From an optimization exercise on the open Yosys and OpenROAD flow, aimed at small area, a short achievable clock period and few clock cycles per item; shortcuts taken in it are not production practice. Where RTL was checked, it was by simulation tests only, not by an equivalence proof against the original. No functional check of the RTL was part of run 1.

### design.v
`timescale 1ns / 1ps
`default_nettype none
package dsoyc_pkg;
    localparam int unsigned WYear    = 14;
    localparam int unsigned WMonth   = 4;
    localparam int unsigned WDay     = 5;
    localparam int unsigned WHour    = 5;
    localparam int unsigned WMinute  = 6;
    localparam int unsigned WSecond  = 6;
    localparam int unsigned WSeconds = 25;
    localparam int unsigned WDayNum  = 9;
    localparam int unsigned WTod     = 17;
    localparam logic [WYear-1:0]    YearMax  = 14'd9999;
    localparam logic [WSeconds-1:0] SecsMax  = 25'd31708799;
    localparam logic [WDayNum-1:0]  LastDayCommon = 9'd365;
    localparam logic [WDayNum-1:0]  LastDayLeap   = 9'd366;
    localparam logic [14:0] Div25Mul  = 15'd20972;
    localparam int unsigned Div25Sh   = 19;
    localparam logic [18:0] Div675Mul = 19'd397683;
    localparam int unsigned Div675Sh  = 28;
    localparam logic [12:0] Div225Mul = 13'd4661;
    localparam int unsigned Div225Sh  = 20;
    localparam logic [14:0] Div15Mul  = 15'd17477;
    localparam int unsigned Div15Sh   = 18;
    localparam logic [WMonth-1:0] MonthJan = 4'd1;
    localparam logic [WMonth-1:0] MonthMar = 4'd3;
    localparam logic [WMonth-1:0] MonthDec = 4'd12;
    function automatic logic [WDayNum-1:0] month_offset(input logic [WMonth-1:0] m,
                                                        input logic leap);
        logic [WDayNum-1:0] o;
        case (m)
            4'd1:    o = 9'd0;
            4'd2:    o = 9'd31;
            4'd3:    o = 9'd59;
            4'd4:    o = 9'd90;
            4'd5:    o = 9'd120;
            4'd6:    o = 9'd151;
            4'd7:    o = 9'd181;
            4'd8:    o = 9'd212;
            4'd9:    o = 9'd243;
            4'd10:   o = 9'd273;
            4'd11:   o = 9'd304;
            4'd12:   o = 9'd334;
            default: o = 9'd0;
        endcase
        if (leap && (m >= MonthMar) && (m <= MonthDec)) begin
            o = o + 9'd1;
        end
        month_offset = o;
    endfunction
endpackage
`default_nettype wire
`timescale 1ns / 1ps
`default_nettype none
module date_seconds_of_year_converter_unit (
    input  logic                            i_clk,
    input  logic                            i_rst_n,
    input  logic                            i_in_valid,
    output logic                            o_in_ready,
    input  logic                            i_in_mode,
    input  logic [dsoyc_pkg::WYear-1:0]     i_in_year,
    input  logic [dsoyc_pkg::WMonth-1:0]    i_in_month,
    input  logic [dsoyc_pkg::WDay-1:0]      i_in_day,
    input  logic [dsoyc_pkg::WHour-1:0]     i_in_hour,
    input  logic [dsoyc_pkg::WMinute-1:0]   i_in_minute,
    input  logic [dsoyc_pkg::WSecond-1:0]   i_in_second,
    input  logic [dsoyc_pkg::WSeconds-1:0]  i_in_seconds,
    output logic                            o_out_valid,
    input  logic                            i_out_ready,
    output logic [dsoyc_pkg::WSeconds-1:0]  o_out_seconds,
    output logic [dsoyc_pkg::WMonth-1:0]    o_out_month,
    output logic [dsoyc_pkg::WDay-1:0]      o_out_day,
    output logic [dsoyc_pkg::WHour-1:0]     o_out_hour,
    output logic [dsoyc_pkg::WMinute-1:0]   o_out_minute,
    output logic [dsoyc_pkg::WSecond-1:0]   o_out_second,
    output logic                            o_out_range_error
);
    function automatic logic [8:0] offc(input logic [3:0] m);
        case (m)
            4'd2:    offc = 9'd31;
            4'd3:    offc = 9'd59;
            4'd4:    offc = 9'd90;
            4'd5:    offc = 9'd120;
            4'd6:    offc = 9'd151;
            4'd7:    offc = 9'd181;
            4'd8:    offc = 9'd212;
            4'd9:    offc = 9'd243;
            4'd10:   offc = 9'd273;
            4'd11:   offc = 9'd304;
            4'd12:   offc = 9'd334;
            default: offc = 9'd0;
        endcase
    endfunction
    logic r_v1, r_v2, r_v3;
    logic r_out_valid;
    logic en;
    assign en         = !r_out_valid || i_out_ready;
    assign o_in_ready = en;
    logic        r1_mode;
    logic [13:0] r1_year;
    logic [25:0] r1_pay;
    logic [7:0]  r1_p;
    logic        r2_mode, r2_err, r2_leap;
    logic [25:0] r2_pay;
    logic        r3_mode, r3_err;
    logic [25:0] r3_pay;
    logic [25:0] r_o_f;
    logic        r_o_z0, r_o_z1;
    logic        r_o_err;
    logic [25:0] n1_pay;
    logic [7:0]  n1_p;
    assign n1_p   = 8'(i_in_seconds[24:18]) + 8'(i_in_seconds[24:19]) + 8'(i_in_seconds[24:22]) + 8'd6;
    assign n1_pay = i_in_mode ? {1'b0, i_in_seconds}
                              : {i_in_month, i_in_day, i_in_hour, i_in_minute, i_in_second};
    logic [11:0] n2_qi;
    logic        n2_leap, n2_yerr, n2_err0, n2_err1, n2_err, n2_lm;
    logic [3:0]  n2_month;
    logic [4:0]  n2_day;
    logic [4:0]  n2_hour;
    logic [5:0]  n2_minute, n2_second;
    logic [8:0]  n2_dd;
    logic [16:0] n2_tod;
    logic [24:0] n2_secs;
    logic [8:0]  n2_dq;
    logic [25:0] n2_pay;
    dsoyc_inv25 u_inv25 (.q(r1_year[13:2]), .p(n2_qi));
    dsoyc_tod   u_tod   (.h(n2_hour), .m(n2_minute), .s(n2_second), .t(n2_tod));
    dsoyc_div675 u_div675 (.x(n2_secs[24:7]), .p(r1_p), .q(n2_dq));
    always_comb begin
        n2_leap = (r1_year[1:0] == 2'b00) && ((n2_qi > 12'd163) || (r1_year[3:2] == 2'b00));
        n2_yerr = (r1_year > 14'd9999);
        {n2_month, n2_day, n2_hour, n2_minute, n2_second} = r1_pay;
        n2_err0 = n2_yerr || (n2_month == 4'd0) || (n2_month > 4'd12) || (n2_day == 5'd0) ||
                  (n2_hour > 5'd23) || (n2_minute > 6'd59) || (n2_second > 6'd59);
        n2_dd   = 9'(n2_day) + offc(n2_month);
        n2_lm   = n2_leap && (n2_month >= 4'd3);
        n2_secs = r1_pay[24:0];
        n2_err1 = n2_yerr || (n2_secs > 25'd31708799) || (!n2_leap && (n2_secs >= 25'd31622400));
        n2_err  = r1_mode ? n2_err1 : n2_err0;
        n2_pay  = r1_mode ? {n2_dq, ~n2_secs[16:7], n2_secs[6:0]} : {n2_dd, n2_tod};
    end
    logic [16:0] n3_tod;
    logic [8:0]  n3_dq;
    logic [6:0]  n3_low;
    logic        n3_lm;
    logic [17:0] n3_y;
    logic [12:1] n3_c;
    logic [3:0]  n3_mon;
    logic [4:0]  n3_dom;
    logic [25:0] n3_pay;
    assign n3_tod = r2_pay[16:0];
    assign n3_dq  = r2_pay[25:17];
    assign n3_low = r2_pay[6:0];
    assign n3_lm  = r2_leap && !r2_mode;
    dsoyc_mac675 u_mac675 (.a(r2_pay[25:17]), .c(n3_lm), .b(r2_pay[16:7]), .y(n3_y));
    always_comb begin
        n3_c[1]  = (n3_dq != 9'd0);
        n3_c[2]  = (n3_dq > 9'd31);
        n3_c[3]  = r2_leap ? (n3_dq > 9'd60)  : (n3_dq > 9'd59);
        n3_c[4]  = r2_leap ? (n3_dq > 9'd91)  : (n3_dq > 9'd90);
        n3_c[5]  = r2_leap ? (n3_dq > 9'd121) : (n3_dq > 9'd120);
        n3_c[6]  = r2_leap ? (n3_dq > 9'd152) : (n3_dq > 9'd151);
        n3_c[7]  = r2_leap ? (n3_dq > 9'd182) : (n3_dq > 9'd181);
        n3_c[8]  = r2_leap ? (n3_dq > 9'd213) : (n3_dq > 9'd212);
        n3_c[9]  = r2_leap ? (n3_dq > 9'd244) : (n3_dq > 9'd243);
        n3_c[10] = r2_leap ? (n3_dq > 9'd274) : (n3_dq > 9'd273);
        n3_c[11] = r2_leap ? (n3_dq > 9'd305) : (n3_dq > 9'd304);
        n3_c[12] = r2_leap ? (n3_dq > 9'd335) : (n3_dq > 9'd334);
        n3_mon = 4'd0;
        for (int i = 1; i <= 12; i++) begin
            if (n3_c[i]) n3_mon = 4'(i);
        end
        n3_dom  = n3_dq[4:0] - 5'(r2_leap && n3_c[3]);
        n3_pay = r2_mode ? {n3_mon, n3_dom, ~n3_y[9:0], n3_low[6:4], n3_low[3:0]}
                         : {1'b0, n3_y, n3_tod[6:0]};
    end
    logic        c_mode, c_err;
    logic [25:0] c_pay;
    logic [3:0]  c_mon;
    logic [4:0]  c_dom;
    logic [4:0]  c_day;
    logic [12:0] c_u;
    logic [3:0]  c_low;
    logic [4:0]  c_h;
    logic [10:0] c_tm;
    assign c_mode = r3_mode;
    assign c_err  = r3_err;
    assign c_pay  = r3_pay;
    assign {c_mon, c_dom, c_u, c_low} = c_pay;
    dsoyc_div225 u_div225 (.u(c_u), .q(c_h));
    dsoyc_div15  u_div15  (.v({c_u, c_low[3:2]}), .q(c_tm));
    assign c_day = c_dom - 5'(offc(c_mon));
    always_ff @(posedge i_clk) begin
        if (!i_rst_n) begin
            r_v1        <= 1'b0;
            r_v2        <= 1'b0;
            r_v3        <= 1'b0;
            r_out_valid <= 1'b0;
        end else begin
            if (en) begin
                r_v1        <= i_in_valid;
                r_v2        <= r_v1;
                r_v3        <= r_v2;
                r_out_valid <= r_v3;
            end
        end
    end
    always_ff @(posedge i_clk) begin
        if (en) begin
            r1_mode <= i_in_mode;
            r1_year <= i_in_year;
            r1_pay  <= n1_pay;
            r1_p    <= n1_p;
            r2_mode <= r1_mode;
            r2_err  <= n2_err;
            r2_leap <= r1_mode ? n2_leap : n2_lm;
            r2_pay  <= n2_pay;
            r3_mode <= r2_mode;
            r3_err  <= r2_err;
            r3_pay  <= n3_pay;
            r_o_err <= c_err;
            r_o_z0  <= !c_err && !c_mode;
            r_o_z1  <= !c_err && c_mode;
            r_o_f   <= c_mode ? {c_mon, c_day, c_h, c_tm[5:0], c_u[1:0], c_low} : c_pay;
        end
    end
    assign o_out_valid       = r_out_valid;
    assign o_out_seconds     = r_o_f[24:0] & {25{r_o_z0}};
    logic [5:0] o_mi;
    logic [3:0] o_rm;
    assign o_mi = r_o_f[11:6] + {r_o_f[15:12], 2'b00};
    assign o_rm = r_o_f[5:2] + r_o_f[9:6];
    assign {o_out_month, o_out_day, o_out_hour} = r_o_f[25:12] & {14{r_o_z1}};
    assign o_out_minute = o_mi & {6{r_o_z1}};
    assign o_out_second = {o_rm, r_o_f[1:0]} & {6{r_o_z1}};
    assign o_out_range_error = r_o_err;
endmodule
module dsoyc_div675 (input wire [17:0] x, input wire [7:0] p, output wire [20:12] q);
    wire t1;
    wire t2;
    wire t3;
    wire t4;
    wire t5;
    wire t6;
    wire t7;
    wire t8;
    wire t9;
    wire t10;
    wire t11;
    wire t12;
    wire t13;
    wire t14;
    wire t15;
    wire t16;
    wire t17;
    wire t18;
    wire t19;
    wire t20;
    wire t21;
    wire t22;
    wire t23;
    wire t24;
    wire t25;
    wire t26;
    wire t27;
    wire t28;
    wire t29;
    wire t30;
    wire t31;
    wire t32;
    wire t33;
    wire t34;
    wire t35;
    wire t36;
    wire t37;
    wire t38;
    wire t39;
    wire t40;
    wire t41;
    wire t42;
    wire t43;
    wire t44;
    wire t45;
    wire t46;
    wire t47;
    wire t48;
    wire t49;
    wire t50;
    wire t51;
    wire t52;
    wire t53;
    wire t54;
    wire t55;
    wire t56;
    wire t57;
    wire t58;
    wire t59;
    wire t60;
    wire t61;
    wire t62;
    wire t63;
    wire t64;
    wire t65;
    wire t66;
    wire t67;
    wire t68;
    wire t69;
    wire t70;
    wire t71;
    wire t72;
    wire t73;
    wire t74;
    wire t75;
    wire t76;
    wire t77;
    wire t78;
    wire t79;
    wire t80;
    wire t81;
    wire t82;
    wire t83;
    wire t84;
    wire t85;
    wire t86;
    wire t87;
    wire t88;
    wire t89;
    wire t90;
    wire t91;
    wire t92;
    wire t93;
    wire t94;
    wire t95;
    wire t96;
    wire [21:0] ra, rb, rs;
    assign t1 = x[11] ^ x[9];
    assign t2 = x[11] & x[9];
    assign t3 = x[12] ^ x[10] ^ x[6];
    assign t4 = (x[12] & x[10]) | (x[12] & x[6]) | (x[10] & x[6]);
    assign t5 = x[1] ^ x[0];
    assign t6 = x[1] & x[0];
    assign t7 = x[13] ^ x[11] ^ x[7];
    assign t8 = (x[13] & x[11]) | (x[13] & x[7]) | (x[11] & x[7]);
    assign t9 = x[2] ^ x[1] ^ p[3];
    assign t10 = (x[2] & x[1]) | (x[2] & p[3]) | (x[1] & p[3]);
    assign t11 = x[14] ^ x[12] ^ x[8];
    assign t12 = (x[14] & x[12]) | (x[14] & x[8]) | (x[12] & x[8]);
    assign t13 = x[3] ^ x[2] ^ p[4];
    assign t14 = (x[3] & x[2]) | (x[3] & p[4]) | (x[2] & p[4]);
    assign t15 = x[15] ^ x[13] ^ x[9];
    assign t16 = (x[15] & x[13]) | (x[15] & x[9]) | (x[13] & x[9]);
    assign t17 = x[4] ^ x[3] ^ p[5];
    assign t18 = (x[4] & x[3]) | (x[4] & p[5]) | (x[3] & p[5]);
    assign t19 = x[16] ^ x[14] ^ x[10];
    assign t20 = (x[16] & x[14]) | (x[16] & x[10]) | (x[14] & x[10]);
    assign t21 = x[5] ^ x[4] ^ p[6];
    assign t22 = (x[5] & x[4]) | (x[5] & p[6]) | (x[4] & p[6]);
    assign t23 = x[17] ^ x[15] ^ x[11];
    assign t24 = (x[17] & x[15]) | (x[17] & x[11]) | (x[15] & x[11]);
    assign t25 = x[6] ^ x[5] ^ p[7];
    assign t26 = (x[6] & x[5]) | (x[6] & p[7]) | (x[5] & p[7]);
    assign t27 = x[16] ^ x[12] ^ x[7];
    assign t28 = (x[16] & x[12]) | (x[16] & x[7]) | (x[12] & x[7]);
    assign t29 = x[17] ^ x[13];
    assign t30 = x[17] & x[13];
    assign t31 = x[10] ^ x[8];
    assign t32 = x[10] & x[8];
    assign t33 = t1 ^ x[5] ^ x[0];
    assign t34 = (t1 & x[5]) | (t1 & x[0]) | (x[5] & x[0]);
    assign t35 = t2 ^ t3 ^ t5;
    assign t36 = (t2 & t3) | (t2 & t5) | (t3 & t5);
    assign t37 = t4 ^ t6 ^ t7;
    assign t38 = (t4 & t6) | (t4 & t7) | (t6 & t7);
    assign t39 = t8 ^ t10 ^ t11;
    assign t40 = (t8 & t10) | (t8 & t11) | (t10 & t11);
    assign t41 = t12 ^ t14 ^ t15;
    assign t42 = (t12 & t14) | (t12 & t15) | (t14 & t15);
    assign t43 = t16 ^ t18 ^ t19;
    assign t44 = (t16 & t18) | (t16 & t19) | (t18 & t19);
    assign t45 = t20 ^ t22 ^ t23;
    assign t46 = (t20 & t22) | (t20 & t23) | (t22 & t23);
    assign t47 = t24 ^ t26 ^ t27;
    assign t48 = (t24 & t26) | (t24 & t27) | (t26 & t27);
    assign t49 = t28 ^ t29 ^ x[8];
    assign t50 = (t28 & t29) | (t28 & x[8]) | (t29 & x[8]);
    assign t51 = t30 ^ x[14] ^ x[9];
    assign t52 = (t30 & x[14]) | (t30 & x[9]) | (x[14] & x[9]);
    assign t53 = x[15] ^ x[10];
    assign t54 = x[15] & x[10];
    assign t55 = x[16] ^ x[11];
    assign t56 = x[16] & x[11];
    assign t57 = x[17] ^ x[12];
    assign t58 = x[17] & x[12];
    assign t59 = t31 ^ x[4];
    assign t60 = t31 & x[4];
    assign t61 = t32 ^ t33 ^ p[1];
    assign t62 = (t32 & t33) | (t32 & p[1]) | (t33 & p[1]);
    assign t63 = t34 ^ t35 ^ p[2];
    assign t64 = (t34 & t35) | (t34 & p[2]) | (t35 & p[2]);
    assign t65 = t36 ^ t37 ^ t9;
    assign t66 = (t36 & t37) | (t36 & t9) | (t37 & t9);
    assign t67 = t38 ^ t39 ^ t13;
    assign t68 = (t38 & t39) | (t38 & t13) | (t39 & t13);
    assign t69 = t40 ^ t41 ^ t17;
    assign t70 = (t40 & t41) | (t40 & t17) | (t41 & t17);
    assign t71 = t42 ^ t43 ^ t21;
    assign t72 = (t42 & t43) | (t42 & t21) | (t43 & t21);
    assign t73 = t44 ^ t45 ^ t25;
    assign t74 = (t44 & t45) | (t44 & t25) | (t45 & t25);
    assign t75 = t46 ^ t47 ^ x[6];
    assign t76 = (t46 & t47) | (t46 & x[6]) | (t47 & x[6]);
    assign t77 = t48 ^ t49 ^ x[7];
    assign t78 = (t48 & t49) | (t48 & x[7]) | (t49 & x[7]);
    assign t79 = t50 ^ t51 ^ x[8];
    assign t80 = (t50 & t51) | (t50 & x[8]) | (t51 & x[8]);
    assign t81 = t52 ^ t53 ^ x[9];
    assign t82 = (t52 & t53) | (t52 & x[9]) | (t53 & x[9]);
    assign t83 = t54 ^ t55 ^ x[10];
    assign t84 = (t54 & t55) | (t54 & x[10]) | (t55 & x[10]);
    assign t85 = t56 ^ t57 ^ x[11];
    assign t86 = (t56 & t57) | (t56 & x[11]) | (t57 & x[11]);
    assign t87 = t58 ^ x[13] ^ x[12];
    assign t88 = (t58 & x[13]) | (t58 & x[12]) | (x[13] & x[12]);
    assign t89 = x[14] ^ x[13];
    assign t90 = x[14] & x[13];
    assign t91 = x[15] ^ x[14];
    assign t92 = x[15] & x[14];
    assign t93 = x[16] ^ x[15];
    assign t94 = x[16] & x[15];
    assign t95 = x[17] ^ x[16];
    assign t96 = x[17] & x[16];
    assign ra = {1'b0, 1'b0, t96, t94, t92, t90, t88, t86, t84, t82, t80, t78, t76, t74, t72, t70, t68, t66, t64, t62, t60, t59};
    assign rb = {1'b0, 1'b0, x[17], t95, t93, t91, t89, t87, t85, t83, t81, t79, t77, t75, t73, t71, t69, t67, t65, t63, t61, p[0]};
    assign rs = ra + rb;
    assign q = rs[20:12];
endmodule
module dsoyc_div225 (input wire [12:0] u, output wire [13:9] q);
    wire t1;
    wire t2;
    wire t3;
    wire t4;
    wire t5;
    wire t6;
    wire t7;
    wire t8;
    wire t9;
    wire t10;
    wire t11;
    wire t12;
    wire t13;
    wire t14;
    wire t15;
    wire t16;
    wire t17;
    wire t18;
    wire t19;
    wire t20;
    wire t21;
    wire t22;
    wire t23;
    wire t24;
    wire t25;
    wire t26;
    wire t27;
    wire t28;
    wire t29;
    wire t30;
    wire t31;
    wire t32;
    wire t33;
    wire t34;
    wire t35;
    wire t36;
    wire t37;
    wire t38;
    wire t39;
    wire t40;
    wire t41;
    wire t42;
    wire t43;
    wire t44;
    wire t45;
    wire t46;
    wire t47;
    wire t48;
    wire t49;
    wire t50;
    wire t51;
    wire t52;
    wire t53;
    wire t54;
    wire [14:0] ra, rb, rs;
    assign t1 = u[9] ^ u[7];
    assign t2 = u[9] & u[7];
    assign t3 = u[10] ^ u[8] ^ u[7];
    assign t4 = (u[10] & u[8]) | (u[10] & u[7]) | (u[8] & u[7]);
    assign t5 = u[3] ^ u[0];
    assign t6 = u[3] & u[0];
    assign t7 = u[11] ^ u[9] ^ u[8];
    assign t8 = (u[11] & u[9]) | (u[11] & u[8]) | (u[9] & u[8]);
    assign t9 = u[4] ^ u[1];
    assign t10 = u[4] & u[1];
    assign t11 = u[12] ^ u[10] ^ u[9];
    assign t12 = (u[12] & u[10]) | (u[12] & u[9]) | (u[10] & u[9]);
    assign t13 = u[5] ^ u[2];
    assign t14 = u[5] & u[2];
    assign t15 = u[11] ^ u[10] ^ u[6];
    assign t16 = (u[11] & u[10]) | (u[11] & u[6]) | (u[10] & u[6]);
    assign t17 = u[12] ^ u[11];
    assign t18 = u[12] & u[11];
    assign t19 = t1 ^ u[6];
    assign t20 = t1 & u[6];
    assign t21 = t2 ^ t3 ^ t5;
    assign t22 = (t2 & t3) | (t2 & t5) | (t3 & t5);
    assign t23 = t4 ^ t6 ^ t7;
    assign t24 = (t4 & t6) | (t4 & t7) | (t6 & t7);
    assign t25 = t8 ^ t10 ^ t11;
    assign t26 = (t8 & t10) | (t8 & t11) | (t10 & t11);
    assign t27 = t12 ^ t14 ^ t15;
    assign t28 = (t12 & t14) | (t12 & t15) | (t14 & t15);
    assign t29 = t16 ^ t17 ^ u[7];
    assign t30 = (t16 & t17) | (t16 & u[7]) | (t17 & u[7]);
    assign t31 = t18 ^ u[12] ^ u[8];
    assign t32 = (t18 & u[12]) | (t18 & u[8]) | (u[12] & u[8]);
    assign t33 = t19 ^ u[2];
    assign t34 = t19 & u[2];
    assign t35 = t20 ^ t21 ^ 1'b1;
    assign t36 = (t20 & t21) | (t20 & 1'b1) | (t21 & 1'b1);
    assign t37 = t22 ^ t23 ^ t9;
    assign t38 = (t22 & t23) | (t22 & t9) | (t23 & t9);
    assign t39 = t24 ^ t25 ^ t13;
    assign t40 = (t24 & t25) | (t24 & t13) | (t25 & t13);
    assign t41 = t26 ^ t27 ^ u[3];
    assign t42 = (t26 & t27) | (t26 & u[3]) | (t27 & u[3]);
    assign t43 = t28 ^ t29 ^ u[4];
    assign t44 = (t28 & t29) | (t28 & u[4]) | (t29 & u[4]);
    assign t45 = t30 ^ t31 ^ u[5];
    assign t46 = (t30 & t31) | (t30 & u[5]) | (t31 & u[5]);
    assign t47 = t32 ^ u[9] ^ u[6];
    assign t48 = (t32 & u[9]) | (t32 & u[6]) | (u[9] & u[6]);
    assign t49 = u[10] ^ u[7];
    assign t50 = u[10] & u[7];
    assign t51 = u[11] ^ u[8];
    assign t52 = u[11] & u[8];
    assign t53 = u[12] ^ u[9];
    assign t54 = u[12] & u[9];
    assign ra = {1'b0, u[12], u[11], t54, t52, t50, t48, t46, t44, t42, t40, t38, t36, t34, t33};
    assign rb = {1'b0, 1'b0, 1'b0, u[10], t53, t51, t49, t47, t45, t43, t41, t39, t37, t35, 1'b1};
    assign rs = ra + rb;
    assign q = rs[13:9];
endmodule
module dsoyc_div15 (input wire [14:0] v, output wire [16:6] q);
    wire t1;
    wire t2;
    wire t3;
    wire t4;
    wire t5;
    wire t6;
    wire t7;
    wire t8;
    wire t9;
    wire t10;
    wire t11;
    wire t12;
    wire t13;
    wire t14;
    wire t15;
    wire t16;
    wire t17;
    wire t18;
    wire t19;
    wire t20;
    wire t21;
    wire t22;
    wire t23;
    wire t24;
    wire t25;
    wire t26;
    wire t27;
    wire t28;
    wire t29;
    wire t30;
    wire t31;
    wire t32;
    wire t33;
    wire t34;
    wire t35;
    wire t36;
    wire t37;
    wire t38;
    wire t39;
    wire t40;
    wire t41;
    wire t42;
    wire t43;
    wire t44;
    wire t45;
    wire t46;
    wire [17:0] ra, rb, rs;
    assign t1 = v[12] ^ v[8];
    assign t2 = v[12] & v[8];
    assign t3 = v[13] ^ v[9];
    assign t4 = v[13] & v[9];
    assign t5 = v[14] ^ v[10];
    assign t6 = v[14] & v[10];
    assign t7 = t1 ^ v[4];
    assign t8 = t1 & v[4];
    assign t9 = t2 ^ t3 ^ v[5];
    assign t10 = (t2 & t3) | (t2 & v[5]) | (t3 & v[5]);
    assign t11 = t4 ^ t5 ^ v[6];
    assign t12 = (t4 & t5) | (t4 & v[6]) | (t5 & v[6]);
    assign t13 = t6 ^ v[11] ^ v[7];
    assign t14 = (t6 & v[11]) | (t6 & v[7]) | (v[11] & v[7]);
    assign t15 = v[12] ^ v[8];
    assign t16 = v[12] & v[8];
    assign t17 = v[13] ^ v[9];
    assign t18 = v[13] & v[9];
    assign t19 = v[14] ^ v[10];
    assign t20 = v[14] & v[10];
    assign t21 = v[10] ^ v[6];
    assign t22 = v[10] & v[6];
    assign t23 = v[11] ^ v[7] ^ v[3];
    assign t24 = (v[11] & v[7]) | (v[11] & v[3]) | (v[7] & v[3]);
    assign t25 = t7 ^ v[0] ^ 1'b1;
    assign t26 = (t7 & v[0]) | (t7 & 1'b1) | (v[0] & 1'b1);
    assign t27 = t8 ^ t9 ^ v[1];
    assign t28 = (t8 & t9) | (t8 & v[1]) | (t9 & v[1]);
    assign t29 = t10 ^ t11 ^ v[2];
    assign t30 = (t10 & t11) | (t10 & v[2]) | (t11 & v[2]);
    assign t31 = t12 ^ t13 ^ v[3];
    assign t32 = (t12 & t13) | (t12 & v[3]) | (t13 & v[3]);
    assign t33 = t14 ^ t15 ^ v[4];
    assign t34 = (t14 & t15) | (t14 & v[4]) | (t15 & v[4]);
    assign t35 = t16 ^ t17 ^ v[5];
    assign t36 = (t16 & t17) | (t16 & v[5]) | (t17 & v[5]);
    assign t37 = t18 ^ t19 ^ v[6];
    assign t38 = (t18 & t19) | (t18 & v[6]) | (t19 & v[6]);
    assign t39 = t20 ^ v[11] ^ v[7];
    assign t40 = (t20 & v[11]) | (t20 & v[7]) | (v[11] & v[7]);
    assign t41 = v[12] ^ v[8];
    assign t42 = v[12] & v[8];
    assign t43 = v[13] ^ v[9];
    assign t44 = v[13] & v[9];
    assign t45 = v[14] ^ v[10];
    assign t46 = v[14] & v[10];
    assign ra = {1'b0, v[14], v[13], v[12], t46, t44, t42, t40, t38, t36, t34, t32, t30, t28, t26, t24, t22, t21};
    assign rb = {1'b0, 1'b0, 1'b0, 1'b0, v[11], t45, t43, t41, t39, t37, t35, t33, t31, t29, t27, t25, t23, v[2]};
    assign rs = ra + rb;
    assign q = rs[16:6];
endmodule
module dsoyc_tod (input wire [4:0] h, input wire [5:0] m, input wire [5:0] s, output wire [16:0] t);
    wire t1;
    wire t2;
    wire t3;
    wire t4;
    wire t5;
    wire t6;
    wire t7;
    wire t8;
    wire t9;
    wire t10;
    wire t11;
    wire t12;
    wire t13;
    wire t14;
    wire t15;
    wire t16;
    wire t17;
    wire t18;
    wire t19;
    wire t20;
    wire t21;
    wire t22;
    wire t23;
    wire t24;
    wire t25;
    wire t26;
    wire t27;
    wire t28;
    wire t29;
    wire t30;
    wire [16:0] ra, rb, rs;
    assign t1 = ~m[0] ^ s[2];
    assign t2 = ~m[0] & s[2];
    assign t3 = ~m[1] ^ s[3];
    assign t4 = ~m[1] & s[3];
    assign t5 = h[0] ^ ~m[2] ^ s[4];
    assign t6 = (h[0] & ~m[2]) | (h[0] & s[4]) | (~m[2] & s[4]);
    assign t7 = h[1] ^ ~m[3] ^ s[5];
    assign t8 = (h[1] & ~m[3]) | (h[1] & s[5]) | (~m[3] & s[5]);
    assign t9 = h[2] ^ m[0] ^ ~m[4];
    assign t10 = (h[2] & m[0]) | (h[2] & ~m[4]) | (m[0] & ~m[4]);
    assign t11 = h[3] ^ m[1] ^ ~m[5];
    assign t12 = (h[3] & m[1]) | (h[3] & ~m[5]) | (m[1] & ~m[5]);
    assign t13 = h[4] ^ m[2] ^ 1'b1;
    assign t14 = (h[4] & m[2]) | (h[4] & 1'b1) | (m[2] & 1'b1);
    assign t15 = ~h[0] ^ m[3];
    assign t16 = ~h[0] & m[3];
    assign t17 = ~h[1] ^ m[4];
    assign t18 = ~h[1] & m[4];
    assign t19 = ~h[2] ^ m[5];
    assign t20 = ~h[2] & m[5];
    assign t21 = h[0] ^ ~h[3];
    assign t22 = h[0] & ~h[3];
    assign t23 = h[1] ^ ~h[4];
    assign t24 = h[1] & ~h[4];
    assign t25 = h[2] ^ 1'b1;
    assign t26 = h[2] & 1'b1;
    assign t27 = h[3] ^ 1'b1;
    assign t28 = h[3] & 1'b1;
    assign t29 = h[4] ^ 1'b1;
    assign t30 = h[4] & 1'b1;
    assign ra = {t28, t26, t24, t22, t20, t18, t16, t14, t12, t10, t8, t6, t4, t2, t1, s[1], s[0]};
    assign rb = {t29, t27, t25, t23, t21, t19, t17, t15, t13, t11, t9, t7, t5, t3, 1'b1, 1'b0, 1'b0};
    assign rs = ra + rb;
    assign t = rs[16:0];
endmodule
module dsoyc_mac675 (input wire [8:0] a, input wire [0:0] c, input wire [9:0] b, output wire [17:0] y);
    wire t1;
    wire t2;
    wire t3;
    wire t4;
    wire t5;
    wire t6;
    wire t7;
    wire t8;
    wire t9;
    wire t10;
    wire t11;
    wire t12;
    wire t13;
    wire t14;
    wire t15;
    wire t16;
    wire t17;
    wire t18;
    wire t19;
    wire t20;
    wire t21;
    wire t22;
    wire t23;
    wire t24;
    wire t25;
    wire t26;
    wire t27;
    wire t28;
    wire t29;
    wire t30;
    wire t31;
    wire t32;
    wire t33;
    wire t34;
    wire t35;
    wire t36;
    wire t37;
    wire t38;
    wire t39;
    wire t40;
    wire t41;
    wire t42;
    wire t43;
    wire t44;
    wire t45;
    wire t46;
    wire t47;
    wire t48;
    wire t49;
    wire t50;
    wire t51;
    wire t52;
    wire t53;
    wire t54;
    wire t55;
    wire t56;
    wire t57;
    wire t58;
    wire t59;
    wire t60;
    wire t61;
    wire t62;
    wire t63;
    wire t64;
    wire t65;
    wire t66;
    wire t67;
    wire t68;
    wire t69;
    wire t70;
    wire t71;
    wire t72;
    wire t73;
    wire t74;
    wire t75;
    wire t76;
    wire [17:0] ra, rb, rs;
    assign t1 = a[5] ^ a[4];
    assign t2 = a[5] & a[4];
    assign t3 = a[6] ^ a[5];
    assign t4 = a[6] & a[5];
    assign t5 = a[7] ^ a[6] ^ a[2];
    assign t6 = (a[7] & a[6]) | (a[7] & a[2]) | (a[6] & a[2]);
    assign t7 = a[0] ^ c[0];
    assign t8 = a[0] & c[0];
    assign t9 = a[8] ^ a[7] ^ a[3];
    assign t10 = (a[8] & a[7]) | (a[8] & a[3]) | (a[7] & a[3]);
    assign t11 = a[1] ^ b[8];
    assign t12 = a[1] & b[8];
    assign t13 = a[8] ^ a[4] ^ a[2];
    assign t14 = (a[8] & a[4]) | (a[8] & a[2]) | (a[4] & a[2]);
    assign t15 = a[0] ^ c[0] ^ b[9];
    assign t16 = (a[0] & c[0]) | (a[0] & b[9]) | (c[0] & b[9]);
    assign t17 = a[5] ^ a[3];
    assign t18 = a[5] & a[3];
    assign t19 = a[1] ^ a[0];
    assign t20 = a[1] & a[0];
    assign t21 = a[2] ^ a[1];
    assign t22 = a[2] & a[1];
    assign t23 = a[3] ^ a[2];
    assign t24 = a[3] & a[2];
    assign t25 = a[4] ^ a[3];
    assign t26 = a[4] & a[3];
    assign t27 = t1 ^ a[0] ^ c[0];
    assign t28 = (t1 & a[0]) | (t1 & c[0]) | (a[0] & c[0]);
    assign t29 = t2 ^ t3 ^ a[1];
    assign t30 = (t2 & t3) | (t2 & a[1]) | (t3 & a[1]);
    assign t31 = t4 ^ t5 ^ t7;
    assign t32 = (t4 & t5) | (t4 & t7) | (t5 & t7);
    assign t33 = t6 ^ t8 ^ t9;
    assign t34 = (t6 & t8) | (t6 & t9) | (t8 & t9);
    assign t35 = t10 ^ t12 ^ t13;
    assign t36 = (t10 & t12) | (t10 & t13) | (t12 & t13);
    assign t37 = t14 ^ t16 ^ t17;
    assign t38 = (t14 & t16) | (t14 & t17) | (t16 & t17);
    assign t39 = t18 ^ a[6] ^ a[4];
    assign t40 = (t18 & a[6]) | (t18 & a[4]) | (a[6] & a[4]);
    assign t41 = a[7] ^ a[5];
    assign t42 = a[7] & a[5];
    assign t43 = a[8] ^ a[6];
    assign t44 = a[8] & a[6];
    assign t45 = a[0] ^ c[0];
    assign t46 = a[0] & c[0];
    assign t47 = t19 ^ c[0] ^ b[1];
    assign t48 = (t19 & c[0]) | (t19 & b[1]) | (c[0] & b[1]);
    assign t49 = t20 ^ t21 ^ b[2];
    assign t50 = (t20 & t21) | (t20 & b[2]) | (t21 & b[2]);
    assign t51 = t22 ^ t23 ^ b[3];
    assign t52 = (t22 & t23) | (t22 & b[3]) | (t23 & b[3]);
    assign t53 = t24 ^ t25 ^ b[4];
    assign t54 = (t24 & t25) | (t24 & b[4]) | (t25 & b[4]);
    assign t55 = t26 ^ t27 ^ b[5];
    assign t56 = (t26 & t27) | (t26 & b[5]) | (t27 & b[5]);
    assign t57 = t28 ^ t29 ^ b[6];
    assign t58 = (t28 & t29) | (t28 & b[6]) | (t29 & b[6]);
    assign t59 = t30 ^ t31 ^ b[7];
    assign t60 = (t30 & t31) | (t30 & b[7]) | (t31 & b[7]);
    assign t61 = t32 ^ t33 ^ t11;
    assign t62 = (t32 & t33) | (t32 & t11) | (t33 & t11);
    assign t63 = t34 ^ t35 ^ t15;
    assign t64 = (t34 & t35) | (t34 & t15) | (t35 & t15);
    assign t65 = t36 ^ t37 ^ a[1];
    assign t66 = (t36 & t37) | (t36 & a[1]) | (t37 & a[1]);
    assign t67 = t38 ^ t39 ^ a[2];
    assign t68 = (t38 & t39) | (t38 & a[2]) | (t39 & a[2]);
    assign t69 = t40 ^ t41 ^ a[3];
    assign t70 = (t40 & t41) | (t40 & a[3]) | (t41 & a[3]);
    assign t71 = t42 ^ t43 ^ a[4];
    assign t72 = (t42 & t43) | (t42 & a[4]) | (t43 & a[4]);
    assign t73 = t44 ^ a[7] ^ a[5];
    assign t74 = (t44 & a[7]) | (t44 & a[5]) | (a[7] & a[5]);
    assign t75 = a[8] ^ a[6];
    assign t76 = a[8] & a[6];
    assign ra = {a[8], t76, t74, t72, t70, t68, t66, t64, t62, t60, t58, t56, t54, t52, t50, t48, t46, t45};
    assign rb = {1'b0, a[7], t75, t73, t71, t69, t67, t65, t63, t61, t59, t57, t55, t53, t51, t49, t47, b[0]};
    assign rs = ra + rb;
    assign y = rs[17:0];
endmodule
module dsoyc_inv25 (input wire [11:0] q, output wire [11:0] p);
    wire t1;
    wire t2;
    wire t3;
    wire t4;
    wire t5;
    wire t6;
    wire t7;
    wire t8;
    wire t9;
    wire t10;
    wire t11;
    wire t12;
    wire t13;
    wire t14;
    wire t15;
    wire t16;
    wire t17;
    wire t18;
    wire t19;
    wire t20;
    wire [11:0] ra, rb, rs;
    assign t1 = q[11] ^ q[8];
    assign t2 = q[11] & q[8];
    assign t3 = q[10] ^ q[7];
    assign t4 = q[10] & q[7];
    assign t5 = t1 ^ q[6] ^ q[1];
    assign t6 = (t1 & q[6]) | (t1 & q[1]) | (q[6] & q[1]);
    assign t7 = q[5] ^ q[2];
    assign t8 = q[5] & q[2];
    assign t9 = q[6] ^ q[3] ^ q[1];
    assign t10 = (q[6] & q[3]) | (q[6] & q[1]) | (q[3] & q[1]);
    assign t11 = q[7] ^ q[4] ^ q[2];
    assign t12 = (q[7] & q[4]) | (q[7] & q[2]) | (q[4] & q[2]);
    assign t13 = q[8] ^ q[5] ^ q[3];
    assign t14 = (q[8] & q[5]) | (q[8] & q[3]) | (q[5] & q[3]);
    assign t15 = q[9] ^ q[6] ^ q[4];
    assign t16 = (q[9] & q[6]) | (q[9] & q[4]) | (q[6] & q[4]);
    assign t17 = t3 ^ q[5] ^ q[0];
    assign t18 = (t3 & q[5]) | (t3 & q[0]) | (q[5] & q[0]);
    assign t19 = t4 ^ t5 ^ q[0];
    assign t20 = (t4 & t5) | (t4 & q[0]) | (t5 & q[0]);
    assign ra = {t18, t16, t14, t12, t10, t8, t7, q[4], q[3], q[2], q[1], q[0]};
    assign rb = {t19, t17, t15, t13, t11, t9, q[0], q[1], q[0], 1'b0, 1'b0, 1'b0};
    assign rs = ra + rb;
    assign p = rs[11:0];
endmodule
`default_nettype wire
### flow/run.sh
#!/bin/bash
# The standard layout with two changes:
#  - the port buffers are sky130_fd_sc_hd__buf_1 cells;
#  - synthesis runs the standard flow's synthesis script with yosys's synth called with -noabc
#    as well (flow/synth.tcl), so the generic abc pass does not restructure the
#    carry-save adders before they are mapped to full and half adder cells.
#    Registers are inferred exactly as in the standard synthesis.
set -euo pipefail
here=$(pwd)
sed -e 's|SETUP_SLACK_MARGIN=5 |SETUP_SLACK_MARGIN=5 BUFFER_PORTS_ARGS="-buffer_cell sky130_fd_sc_hd__buf_1" |' \
    -e "s|SYNTH_SCRIPT=[^ ]*|SYNTH_SCRIPT=$here/flow/synth.tcl|" standard.sh > standard_b.sh
bash standard_b.sh > standard.log 2>&1
### flow/synth.tcl
proc synth {args} { yosys synth -nofsm -noshare -noabc {*}$args }
source $::env(SCRIPTS_DIR)/synth.tcl
# left out here: clear keep_hierarchy, flatten, clean up, hide names made inside functions, write 1_2_yosys.v
### standard.sh
#!/bin/bash
# synth_recipe.tcl (not shown) runs the flow's synth.tcl, then flattens the netlist and writes it again
# the make line also repeats each setting of config.mk as NAME=value (left out here)
make -C /OpenROAD-flow-scripts/flow DESIGN_CONFIG=/design/flow/config.mk WORK_HOME=/design/flow/orfs CLKGATE_MAP_FILE= SYNTH_SCRIPT=/design/flow/synth_recipe.tcl "${@:-finish}"
### config.mk
export PLATFORM = sky130hd
export DESIGN_NAME = date_seconds_of_year_converter_unit
export DESIGN_NICKNAME = date_seconds_of_year_converter_unit
export VERILOG_FILES = /design/flow/design.v
export SDC_FILE = /design/flow/constraint.sdc
export NUM_CORES = 4
export LEC_CHECK = 0
export CAP_MARGIN = 20
export CORE_MARGIN = 2
export CORE_UTILIZATION = 40
export SETUP_SLACK_MARGIN = 5
export SLEW_MARGIN = 20
### constraint.sdc
create_clock -name core_clock -period 9.0 [get_ports {i_clk}]
set_input_delay 1.8000 -clock core_clock [delete_from_list [all_inputs] [get_ports {i_clk}]]
set_output_delay 1.8000 -clock core_clock [all_outputs]
set_load 0.01 [all_outputs]
==> run notes, run 1 <==
flops & latches, synth -> 139
Net Count, Synth -> 1651
ys async rst share -> 0%
final WL -> 32.2 mm
Crit. Startpoint -> r1_pay[19]
reg2reg start -> r1_pay[19]
die area -> 36300 sq um
CTS tree -> yes
first-pass GRT wire length -> 52.9 mm
metal2 WL -> 15.6 mm
max_slew headroom -> 39.5%
Top Family by Delay on Critical Path -> adder cells
Synth Warn # -> 1
final core occ -> 47.8%
initial antenna violation count -> 0
Syn Inst Count -> 1259
GP Congestion -> 0.889
element type at the critical path end -> flip-flop
Core Box Area -> 34400 sq um
worst-skew pair later-pin latency -> 0.45 ns
most common cell after layout, fill and taps aside -> ha_1
Starting DRT DRC Count -> 593
Ports -> 124
Congestion Overflow GR -> 0
Final Cycle Share -> 45.5%
post-synthesis cell type count -> 69
cts bufs inserted -> 17
register area share after synthesis -> 29.7%
crit path DAT -> 4.27 ns
critical path cell sequence -> buf_6 > fa_2 > fa_2 > fa_2 > ha_4 > nand4_1 > a21oi_2 > o31ai_4 > a211oi_4 > buf_4 > or4_4 > nand2_1 > a21oi_1
CP max-delay cell -> fa_2
vias -> 10139
Worst setup SP type -> flip-flop
Worst Max-Slew Pin Slew -> 0.884 ns
Post-synth EDFFs -> 135
Top FF cell, synth -> edfxtp_1
# setup viols final -> 0
drt drc -> 0
setup TNS -> 0 ns
RSZ-0062 raised after global routing -> true
IO buf count -> 123
Crit Path Category -> flip-flop to flip-flop
final count of pins violating max slew -> 0
GRT Overall Usage -> 18.7%
R2R Setup Slk -> 4.90 ns
DR vias/cell -> 5.27
clock buffer depth -> 2
Max-Cap Viols -> 0
clock root buffer -> clkbuf_16
layout cells sized above 1 -> 14.5%
largest net degree at the start of global routing -> 68
CP max stage delay -> 0.57 ns
fmax -> 244 MHz
Bufs and invs on worst path -> 2
Initial Util -> 40.5%
Area growth syn-to-layout -> 18.2%
M1 WL -> 14.7 mm
ANT nets after route -> 0
mapped cell area -> 13900 sq um
drt pass-1 iters -> 5
min-delay worst type -> flip-flop to flip-flop
total clock sinks -> 139
Final Critical Period -> 4.10 ns
hold_sp -> r2_pay[1]
post-route cell area -> 16400 sq um
run status -> timing/DRC/antenna clean
Layout Skew -> 0.0132 ns
vias in the first global route -> 10185
most used cells in the layout excluding fill and tap cells -> ha_1 (211), edfxtp_1 (135), buf_1 (122), fa_1 (98), inv_1 (82)
Reg clk slew, reported paths -> 0.06 ns
Final Hold Fails -> 0
die span in x -> 191 um
Final nets -> 1849
cell row count -> 68
Wirelength per Cell -> 16.7 um
Post-DP Area -> 14900 sq um
die height -> 191 um
met3 wire length -> 1.22 mm
Syn Area/Cell -> 11.1 sq um
H-tree levels -> 4
highest metal used -> met4
hpwl dp -> 23.0 mm
Ant. Diodes -> 0
Critical Path Fanout Max -> 3
Most common cell on crit path -> fa_2
critical path data required time -> 9.17 ns
## repair_timing
action	in CTS	in global routing
hold buffers	0	0
setup endpoints to repair	18	18
resized for setup	24	34
gates cloned	2	0
buffers inserted	68	8
pin swaps	10	29
## metal layers
layer	up-vias	GRT usage, %
met5	-	0
met4	0	6.32
met3	43	2.93
met2	240	31.7
met1	4880	24.3
li1	4976	-
## kinds of logic (layout without fill, tap and decap cells)
logic type,after synthesis,count (layout),share of synthesized area [%]
simple gates,292,292,10.9
fa+ha+maj,322,322,34.6
flops,139,139,29.7
buf+inv,111,322,3.04
compound gates,266,266,12.8
xor+xnor,79,79,4.97
mux,50,50,3.96
## cells in the mapped netlist, types with 3 or more instances
| cell type | instances | share of area (%) |
|---|---|---|
| and2_1 | 53 | 2.4 |
| a21boi_0 | 7 | 0.38 |
| a211o_1 | 5 | 0.31 |
| o221ai_1 | 3 | 0.19 |
| a211oi_1 | 12 | 0.65 |
| a22oi_1 | 6 | 0.32 |
| a31oi_1 | 9 | 0.40 |
| edfxtp_1 | 135 | 29 |
| nor4_1 | 5 | 0.22 |
| nand3b_1 | 4 | 0.22 |
| a211oi_2 | 3 | 0.27 |
| nor2_1 | 67 | 1.8 |
| nand3_1 | 21 | 0.76 |
| o21bai_1 | 5 | 0.27 |
| xor2_1 | 30 | 1.9 |
| nand4_1 | 20 | 0.90 |
| mux2_2 | 40 | 3.2 |
| a21oi_1 | 74 | 2.7 |
| a311oi_1 | 3 | 0.19 |
| dfxtp_1 | 4 | 0.58 |
| a221oi_1 | 3 | 0.19 |
| ha_1 | 217 | 20 |
| xnor2_1 | 49 | 3.1 |
| o21ai_0 | 45 | 1.6 |
| nor2b_1 | 17 | 0.76 |
| o211ai_1 | 7 | 0.38 |
| fa_1 | 105 | 15 |
| or3_1 | 8 | 0.36 |
| o31ai_1 | 9 | 0.49 |
| mux2i_1 | 10 | 0.72 |
| buf_2 | 5 | 0.18 |
| nor3_1 | 22 | 0.79 |
| nand2b_1 | 8 | 0.36 |
| o21a_1 | 8 | 0.43 |
| o22ai_1 | 8 | 0.36 |
| nand2_1 | 45 | 1.2 |
| inv_1 | 83 | 2.2 |
| a21o_1 | 26 | 1.4 |
| clkbuf_1 | 23 | 0.62 |
| a41oi_1 | 5 | 0.31 |
| a31o_2 | 4 | 0.25 |
| and3_1 | 12 | 0.54 |
## through the flow
| stage | worst slack [ns] | hold slack (ns) | instances |
|---|---|---|---|
| floorplan | 4.85 | 0.400 | 1259 |
| global placement | 4.21 | 0.406 | 1815 |
| detailed placement | 4.21 | 0.405 | 1815 |
| CTS | 4.89 | 0.420 | 1917 |
| global route | 4.80 | 0.426 | 1925 |
| finish | 4.90 | 0.419 | 1925 |
## final cells by class
cell class              instances  area, sq um
clock buffers                  17          425
well taps                     455          569
fillers                      3176        17900
multi-input cells            1009         9630
repair buffers                207         1200
inverters                      83          312
flip-flops and latches        139         4130
clock inverters                15          171
## path summary, 6_finish.rpt
kind           endpoint  depth (start not counted)
max          r2_pay[22]                         13
min           r3_pay[1]                          0
max reg2reg  r2_pay[22]                         13
min reg2reg   r3_pay[1]                          0
## worst register-to-register path, stage by stage (launching register included)
cell      delay (ns)
edfxtp_1        0.50
buf_6           0.17
fa_2            0.54
fa_2            0.44
fa_2            0.57
ha_4            0.21
nand4_1         0.12
a21oi_2         0.06
o31ai_4         0.32
a211oi_4        0.12
buf_4           0.17
or4_4           0.47
nand2_1         0.08
a21oi_1         0.06
## state kept, by name, indices dropped and copies added (netlist names), 8 cells and up
register	flops
r1_year	14
r1_p	8
r1_pay	26
r2_pay	26
r_o_f	26
r3_pay	26
==> inputs of run 2 (changes only) <==
--- a/design.v
+++ b/design.v
@@ -98,5 +98,5 @@
     assign o_in_ready = en;
     logic        r1_mode;
-    logic [13:0] r1_year;
+    logic        r1_leap, r1_yerr;
     logic [25:0] r1_pay;
     logic [7:0]  r1_p;
@@ -110,8 +110,12 @@
     logic [25:0] n1_pay;
     logic [7:0]  n1_p;
+    logic [11:0] n1_qi;
+    logic        n1_leap, n1_yerr;
+    dsoyc_inv25 u_inv25 (.q(i_in_year[13:2]), .p(n1_qi));
+    assign n1_leap = (i_in_year[1:0] == 2'b00) && ((n1_qi > 12'd163) || (i_in_year[3:2] == 2'b00));
+    assign n1_yerr = (i_in_year > 14'd9999);
     assign n1_p   = 8'(i_in_seconds[24:18]) + 8'(i_in_seconds[24:19]) + 8'(i_in_seconds[24:22]) + 8'd6;
     assign n1_pay = i_in_mode ? {1'b0, i_in_seconds}
                               : {i_in_month, i_in_day, i_in_hour, i_in_minute, i_in_second};
-    logic [11:0] n2_qi;
     logic        n2_leap, n2_yerr, n2_err0, n2_err1, n2_err, n2_lm;
     logic [3:0]  n2_month;
@@ -124,10 +128,9 @@
     logic [8:0]  n2_dq;
     logic [25:0] n2_pay;
-    dsoyc_inv25 u_inv25 (.q(r1_year[13:2]), .p(n2_qi));
     dsoyc_tod   u_tod   (.h(n2_hour), .m(n2_minute), .s(n2_second), .t(n2_tod));
     dsoyc_div675 u_div675 (.x(n2_secs[24:7]), .p(r1_p), .q(n2_dq));
     always_comb begin
-        n2_leap = (r1_year[1:0] == 2'b00) && ((n2_qi > 12'd163) || (r1_year[3:2] == 2'b00));
-        n2_yerr = (r1_year > 14'd9999);
+        n2_leap = r1_leap;
+        n2_yerr = r1_yerr;
         {n2_month, n2_day, n2_hour, n2_minute, n2_second} = r1_pay;
         n2_err0 = n2_yerr || (n2_month == 4'd0) || (n2_month > 4'd12) || (n2_day == 5'd0) ||
@@ -209,5 +212,6 @@
         if (en) begin
             r1_mode <= i_in_mode;
-            r1_year <= i_in_year;
+            r1_leap <= n1_leap;
+            r1_yerr <= n1_yerr;
             r1_pay  <= n1_pay;
             r1_p    <= n1_p;
==> run notes, run 2 <==
setup TNS -> 0 ns (unchanged)
die span in x -> 188 um (was 191 um)
most area-consuming cells after synthesis -> edfxtp_1 (27%), ha_1 (20%), fa_1 (16%) (was edfxtp_1 (29%), ha_1 (20%), fa_1 (15%))
crit path DAT -> 4.20 ns (was 4.27 ns)
Congestion Overflow GR -> 0 (unchanged)
ANT nets after route -> 0 (unchanged)
Max-Cap Viols -> 0 (unchanged)
CTS tree -> yes (unchanged)
Crit Path Category -> flip-flop to flip-flop (unchanged)
final WL -> 31.6 mm (was 32.2 mm)
Reg clk slew, reported paths -> 0.06 ns (about the same)
fmax -> 249 MHz (was 244 MHz)
Layout Skew -> 0.00788 ns (was 0.0132 ns)
Top Family by Delay on Critical Path -> adder cells (unchanged)
Final Hold Fails -> 0 (unchanged)
post-synthesis cell type count -> 66 (was 69)
hpwl dp -> 22.5 mm (was 23.0 mm)
CP max stage delay -> 0.57 ns (about the same)
first-pass GRT wire length -> 51.3 mm (was 52.9 mm)
drt pass-1 iters -> 5 (unchanged)
Ant. Diodes -> 0 (unchanged)
Starting DRT DRC Count -> 501 (was 593)
Ports -> 124 (unchanged)
Fillers -> 3120 (was 3176)
worst-skew pair later-pin latency -> 0.43 ns (was 0.45 ns)
die height -> 188 um (was 191 um)
Wirelength per Cell -> 16.5 um (was 16.7 um)
IO buf count -> 123 (unchanged)
reg2reg path depth -> 13 (unchanged)
cell row count -> 67 (was 68)
max_slew headroom -> 36.3% (was 39.5%)
Synth area leader -> edfxtp_1 (unchanged)
Bufs and invs on worst path -> 1 (was 2)
vias -> 9961 (was 10139)
flops & latches, synth -> 127 (was 139)
Post-synth EDFFs -> 123 (was 135)
Net Count, Synth -> 1639 (was 1651)
register area share after synthesis -> 28.0% (was 29.7%)
run status -> timing/DRC/antenna clean (unchanged)
die area -> 35200 sq um (was 36300 sq um)
most frequent cell after synthesis -> ha_1 (unchanged)
RSZ-0062 raised after global routing -> true (unchanged)
top cell type's share of synthesized area -> 27.4% (was 29.1%)
DR vias/cell -> 5.20 (was 5.27)
Top FF cell, synth -> edfxtp_1 (unchanged)
most common cell after layout, fill and taps aside -> ha_1 (unchanged)
critical path cell sequence -> buf_6 > fa_1 > fa_1 > fa_1 > ha_4 > a21o_1 > a211oi_4 > a21oi_2 > o21a_1 > o21ai_2 > a21oi_2 > or3_1 > a31o_2 (was buf_6 > fa_2 > fa_2 > fa_2 > ha_4 > nand4_1 > a21oi_2 > o31ai_4 > a211oi_4 > buf_4 > or4_4 > nand2_1 > a21oi_1)
Most common cell on crit path -> fa_1 (was fa_2)
element type at the critical path end -> flip-flop (unchanged)
layout cells sized above 1 -> 15.6% (was 14.5%)
final count of pins violating max slew -> 0 (unchanged)
synth cell count leaders -> ha_1 (217), edfxtp_1 (123), fa_1 (105) (was ha_1 (217), edfxtp_1 (135), fa_1 (105))
ys async rst share -> 0% (unchanged)
largest net degree at the start of global routing -> 79 (was 68)
Core Box Area -> 33400 sq um (was 34400 sq um)
worst hold stages -> 0 (unchanged)
drt drc -> 0 (unchanged)
Area growth syn-to-layout -> 18.4% (was 18.2%)
Worst setup SP type -> flip-flop (unchanged)
hold slack -> 0.416 ns (was 0.419 ns)
initial antenna violation count -> 0 (unchanged)
Final nets -> 1845 (was 1849)
Final Critical Period -> 4.02 ns (was 4.10 ns)
H-tree levels -> 4 (unchanged)
# setup viols final -> 0 (unchanged)
Worst path depth -> 13 (unchanged)
mapped cell area -> 13500 sq um (was 13900 sq um)
cts bufs inserted -> 17 (unchanged)
Final Cycle Share -> 44.7% (was 45.5%)
Syn Inst Count -> 1247 (was 1259)
post-route insts no fill -> 1914 (was 1925)
Critical Path Fanout Max -> 4 (was 3)
CP max-delay cell -> fa_1 (was fa_2)
total clock sinks -> 127 (was 139)
clock root buffer -> clkbuf_16 (unchanged)
critical path data required time -> 9.18 ns (was 9.17 ns)
GP Congestion -> 0.863 (was 0.889)
clock buffer depth -> 2 (unchanged)
Worst Max-Slew Pin Slew -> 0.956 ns (was 0.884 ns)
vias in the first global route -> 10021 (was 10185)
GRT Overall Usage -> 18.2% (was 18.7%)
Syn Area/Cell -> 10.8 sq um (was 11.1 sq um)
Synth Warn # -> 1 (unchanged)
Initial Util -> 40.4% (was 40.5%)
min-delay worst type -> flip-flop to flip-flop (unchanged)
most used cells in the layout excluding fill and tap cells -> ha_1 (205), edfxtp_1 (123), buf_1 (114), fa_1 (101), inv_1 (93) (was ha_1 (211), edfxtp_1 (135), buf_1 (122), fa_1 (98), inv_1 (82))
placed cells -> 1795 (was 1815)
Hold Buf Count CTS -> 0 (unchanged)
-- run 2: changes by cell type in the layout (fill, tap and decap cells not counted), sizes merged, moves of 5 or more --
cell    before  now
inv         86   97
edfxtp     135  123
nor3        22   27
a211oi      15    9
and3        12    6
a21oi       74   83
a31oi        9   15
nand2       45   50
clkbuf      17   24
nor2b       17   12
nor2        67   60
o21bai       5   11
-- run 2: routing by layer --
layer	up-vias	global-route usage, %	routed length, um
li1	4902	-	-
met1	4753	23.3	13800
met2	254	31.7	15800
met3	52	2.83	1290
met4	0	5.66	703
met5	-	0	0
-- run 2: cell families after synthesis --
logic type	Yosys count	synth area share, %
buf+inv	124	3.46
compound gates	262	12.7
flops	127	28.0
mux	49	4.04
xor+xnor	81	5.27
simple gates	282	10.8
fa+ha+maj	322	35.8
-- run 2: repair_timing --
action                                  in CTS  in global routing
endpoints found under the setup margin      24                 19
gates cloned                                 2                  0
pin swaps                                   15                 36
gates resized for setup                     23                 45
setup buffers                               65                 20
-- run 2: layout make-up --
cell class	instances	area, sq um	area share [%]
multi-input cells	998	9510	59.6
flip-flops and latches	127	3770	23.7
repair buffers	213	1200	7.51
well taps	448	561	3.51
clock buffers	18	429	2.69
inverters	96	364	2.28
clock inverters	14	119	0.745
-- run 2: final timing paths --
path,startpoint,to,slack [ns]
max reg2reg,r1_pay[19],r2_pay[17],4.98
min,r2_pay[1],r3_pay[1],0.42
min reg2reg,r2_pay[1],r3_pay[1],0.42
max,r1_pay[19],r2_pay[17],4.98
-- run 2: per-stage QoR --
| step | util (%) | area [sq um] | setup slack [ns] |
|---|---|---|---|
| floorplan | - | 13500 | 4.87 |
| global placement | 43.4 | 14500 | 4.51 |
| detailed placement | 43.4 | 14500 | 4.46 |
| CTS | 46.8 | 15600 | 4.95 |
| global route | 47.8 | 16000 | 4.87 |
| finish | 47.8 | 16000 | 4.98 |
-- run 2: worst register-to-register path: cells and delay by family, from the launching register on --
family	cells	cell delay [ns]
AO/OA/AOI/OAI	7	1.19
adder cells (fa/ha/maj)	4	1.74
AND/OR/NAND/NOR	1	0.31
buffers and inverters	1	0.15
flip-flops	1	0.37
Testbench counts of run 2, summed over its fixed seeds: cycles 24,032, items 24,000.
==> inputs of run 3 (changes only) <==
--- a/flow/run.sh
+++ b/flow/run.sh
@@ -8,5 +8,5 @@
 set -euo pipefail
 here=$(pwd)
-sed -e 's|SETUP_SLACK_MARGIN=5 |SETUP_SLACK_MARGIN=5 BUFFER_PORTS_ARGS="-buffer_cell sky130_fd_sc_hd__buf_1" |' \
+sed -e 's|SETUP_SLACK_MARGIN=5 |SETUP_SLACK_MARGIN=4.7 BUFFER_PORTS_ARGS="-buffer_cell sky130_fd_sc_hd__buf_1" |' \
     -e "s|SYNTH_SCRIPT=[^ ]*|SYNTH_SCRIPT=$here/flow/synth.tcl|" standard.sh > standard_b.sh
 bash standard_b.sh > standard.log 2>&1
==> run notes, run 3 <==
Top FF cell, synth -> edfxtp_1 (unchanged)
GP Congestion -> 0.882 (was 0.863)
Most common cell on crit path -> buf_1 (was fa_1)
clock root buffer -> clkbuf_16 (unchanged)
ANT nets after route -> 0 (unchanged)
element type at the critical path end -> output port (was flip-flop)
cts bufs inserted -> 17 (unchanged)
IO buf count -> 123 (unchanged)
post-synthesis cell type count -> 66 (unchanged)
Reg clk slew, reported paths -> 0.06 ns (about the same)
CTS tree -> yes (unchanged)
Layout Skew -> 0.0118 ns (was 0.00788 ns)
Syn Area/Cell -> 10.8 sq um (unchanged)
CP max-delay cell -> buf_1 (was fa_1)
most area-consuming cells after synthesis -> edfxtp_1 (27%), ha_1 (20%), fa_1 (16%) (unchanged)
most common cell after layout, fill and taps aside -> ha_1 (unchanged)
drt drc -> 0 (unchanged)
mapped cell area -> 13500 sq um (unchanged)
most frequent cell after synthesis -> ha_1 (unchanged)
Core Box Area -> 33400 sq um (unchanged)
flops & latches, synth -> 127 (unchanged)
Wirelength per Cell -> 16.3 um (was 16.5 um)
Net Count, Synth -> 1639 (unchanged)
placed cells -> 1795 (unchanged)
Final Cycle Share -> 46.9% (was 44.7%)
max_slew headroom -> 40.0% (was 36.3%)
register area share after synthesis -> 28.0% (unchanged)
largest net degree at the start of global routing -> 75 (was 79)
Worst setup SP type -> primary input (was flip-flop)
vias in the first global route -> 10127 (was 10021)
GRT Overall Usage -> 18.0% (was 18.2%)
Crit Path Category -> primary input to output port (was flip-flop to flip-flop)
Worst Max-Slew Pin Slew -> 0.901 ns (was 0.956 ns)
die height -> 188 um (unchanged)
hpwl dp -> 22.6 mm (was 22.5 mm)
Final nets -> 1834 (was 1845)
critical path cell sequence -> buf_1 > nand2b_4 > buf_1 (was buf_6 > fa_1 > fa_1 > fa_1 > ha_4 > a21o_1 > a211oi_4 > a21oi_2 > o21a_1 > o21ai_2 > a21oi_2 > or3_1 > a31o_2)
clock buffer depth -> 2 (unchanged)
crit path DAT -> 2.42 ns (was 4.20 ns)
Ports -> 124 (unchanged)
first-pass GRT wire length -> 50.9 mm (was 51.3 mm)
DR vias/cell -> 5.26 (was 5.20)
post-route insts no fill -> 1903 (was 1914)
most used cells in the layout excluding fill and tap cells -> ha_1 (217), edfxtp_1 (123), buf_1 (121), fa_1 (105), inv_1 (96) (was ha_1 (205), edfxtp_1 (123), buf_1 (114), fa_1 (101), inv_1 (93))
synth cell count leaders -> ha_1 (217), edfxtp_1 (123), fa_1 (105) (unchanged)
Congestion Overflow GR -> 0 (unchanged)
final WL -> 31.0 mm (was 31.6 mm)
Post-synth EDFFs -> 123 (unchanged)
Syn Inst Count -> 1247 (unchanged)
Starting DRT DRC Count -> 575 (was 501)
Area growth syn-to-layout -> 15.9% (was 18.4%)
RSZ-0062 raised after global routing -> true (unchanged)
final core occ -> 46.8% (was 47.8%)
Critical Path Fanout Max -> 3 (was 4)
drt pass-1 iters -> 8 (was 5)
H-tree levels -> 4 (unchanged)
Final Critical Period -> 4.22 ns (was 4.02 ns)
Synth Warn # -> 1 (unchanged)
die area -> 35200 sq um (unchanged)
die span in x -> 188 um (unchanged)
top cell type's share of synthesized area -> 27.4% (unchanged)
Bufs and invs on worst path -> 2 (was 1)
vias -> 10019 (was 9961)
Max-Cap Viols -> 0 (unchanged)
CP max stage delay -> 0.25 ns (was 0.57 ns)
R2R Setup Slk -> 4.85 ns (was 4.98 ns)
total clock sinks -> 127 (unchanged)
Top Family by Delay on Critical Path -> buffers and inverters (was adder cells)
final count of pins violating max slew -> 0 (unchanged)
critical path data required time -> 7.20 ns (was 9.18 ns)
Synth area leader -> edfxtp_1 (unchanged)
run status -> timing/DRC/antenna clean (unchanged)
setup TNS -> 0 ns (unchanged)
# setup viols final -> 0 (unchanged)
fmax -> 237 MHz (was 249 MHz)
cell row count -> 67 (unchanged)
Hold Buf Count CTS -> 0 (unchanged)
hold slack -> 0.421 ns (was 0.416 ns)
initial antenna violation count -> 0 (unchanged)
ys async rst share -> 0% (unchanged)
Final Hold Fails -> 0 (unchanged)
layout cells sized above 1 -> 12.2% (was 15.6%)
worst-skew pair later-pin latency -> 0.44 ns (was 0.43 ns)
Ant. Diodes -> 0 (unchanged)
Initial Util -> 40.4% (unchanged)
min-delay worst type -> flip-flop to flip-flop (unchanged)
==> run 3: cell counts after synthesis <==
Identical to the previous run, type by type.
==> run 3: final cells by class <==
| class | instances | area, sq um |
|---|---|---|
| fillers | 3156 | 17800 |
| multi-input cells | 998 | 9310 |
| flip-flops and latches | 127 | 3770 |
| repair buffers | 202 | 1060 |
| well taps | 448 | 561 |
| clock buffers | 17 | 425 |
| inverters | 96 | 360 |
| clock inverters | 15 | 113 |
==> run 3: final timing paths <==
path / cells past startpoint / to / start
max: 3 / o_in_ready / i_out_ready
min: 0 / r3_pay[6] / r2_pay[6]
min reg2reg: 0 / r3_pay[6] / r2_pay[6]
max reg2reg: 11 / r_o_f[11] / r3_pay[11]
==> run 3: cell families (layout without fill, tap and decap cells) <==
group	count (synthesis)	after routing	share of synthesized area [%]
buffers and inverters	124	330	3.46
AOI/OAI and AO/OA	262	262	12.7
and+or+nand+nor	282	284	10.8
DFF	127	127	28.0
adders and majority gates	322	322	35.8
muxes	49	49	4.04
xor gates and xnor gates	81	81	5.27
==> run 3: per-stage QoR <==
stage	setup WS (ns)	instance area [sq um]
floorplan	4.68	13500
detailed placement	4.14	14400
CTS	4.70	15200
global placement	4.25	14400
global route	4.67	15600
finish	4.78	15600
==> run 3: what timing repair did <==
action,4_1_cts,5_1_grt
setup endpoints to repair,10,16
buffers inserted,32,42
cloned,2,0
pin swaps,0,6
gates resized for setup,2,16
==> run 3: routing by layer <==
metal / up-vias / global-route usage, % / part of all wire (%)
li1: 4892 / - / -
met3: 47 / 2.64 / 3.9
met5: - / 0 / 0
met4: 0 / 5.45 / 2.0
met2: 257 / 31.6 / 49
met1: 4823 / 23.0 / 45

[re-timing with driven ports]
In the flow no input, the clock included, has a driving cell. The finished layouts below were timed again as built, in two steps. Step 1 assumes that a clkbuf_16 drives the clock port and a buf_2 every other input. Step 2 adds t to the input delays and takes it off the output delays; t is the mean of the earliest and latest rising clock arrival at the registers after step 1. Input paths then give back, and output paths get back, about the clock's delay inside the block. Three values: ideal ports, drivers, drivers and shift; two values: the first two.
run	shift t [ns]	slack for setup (ns)	latest minus earliest clock arrival (ns)
run 1	0.493	4.901 / 4.891 / 4.857	0.013 / 0.014
run 2	0.474	4.980 / 4.959 / 4.669	0.008 / 0.008
run 3	0.477	4.781 / 4.757 / 4.414	0.012 / 0.012
After both steps setup and hold are still met in every run listed. For run 3, which loses most, drivers alone change the setup slack by -0.024 ns; drivers and shift together by -0.367 ns.
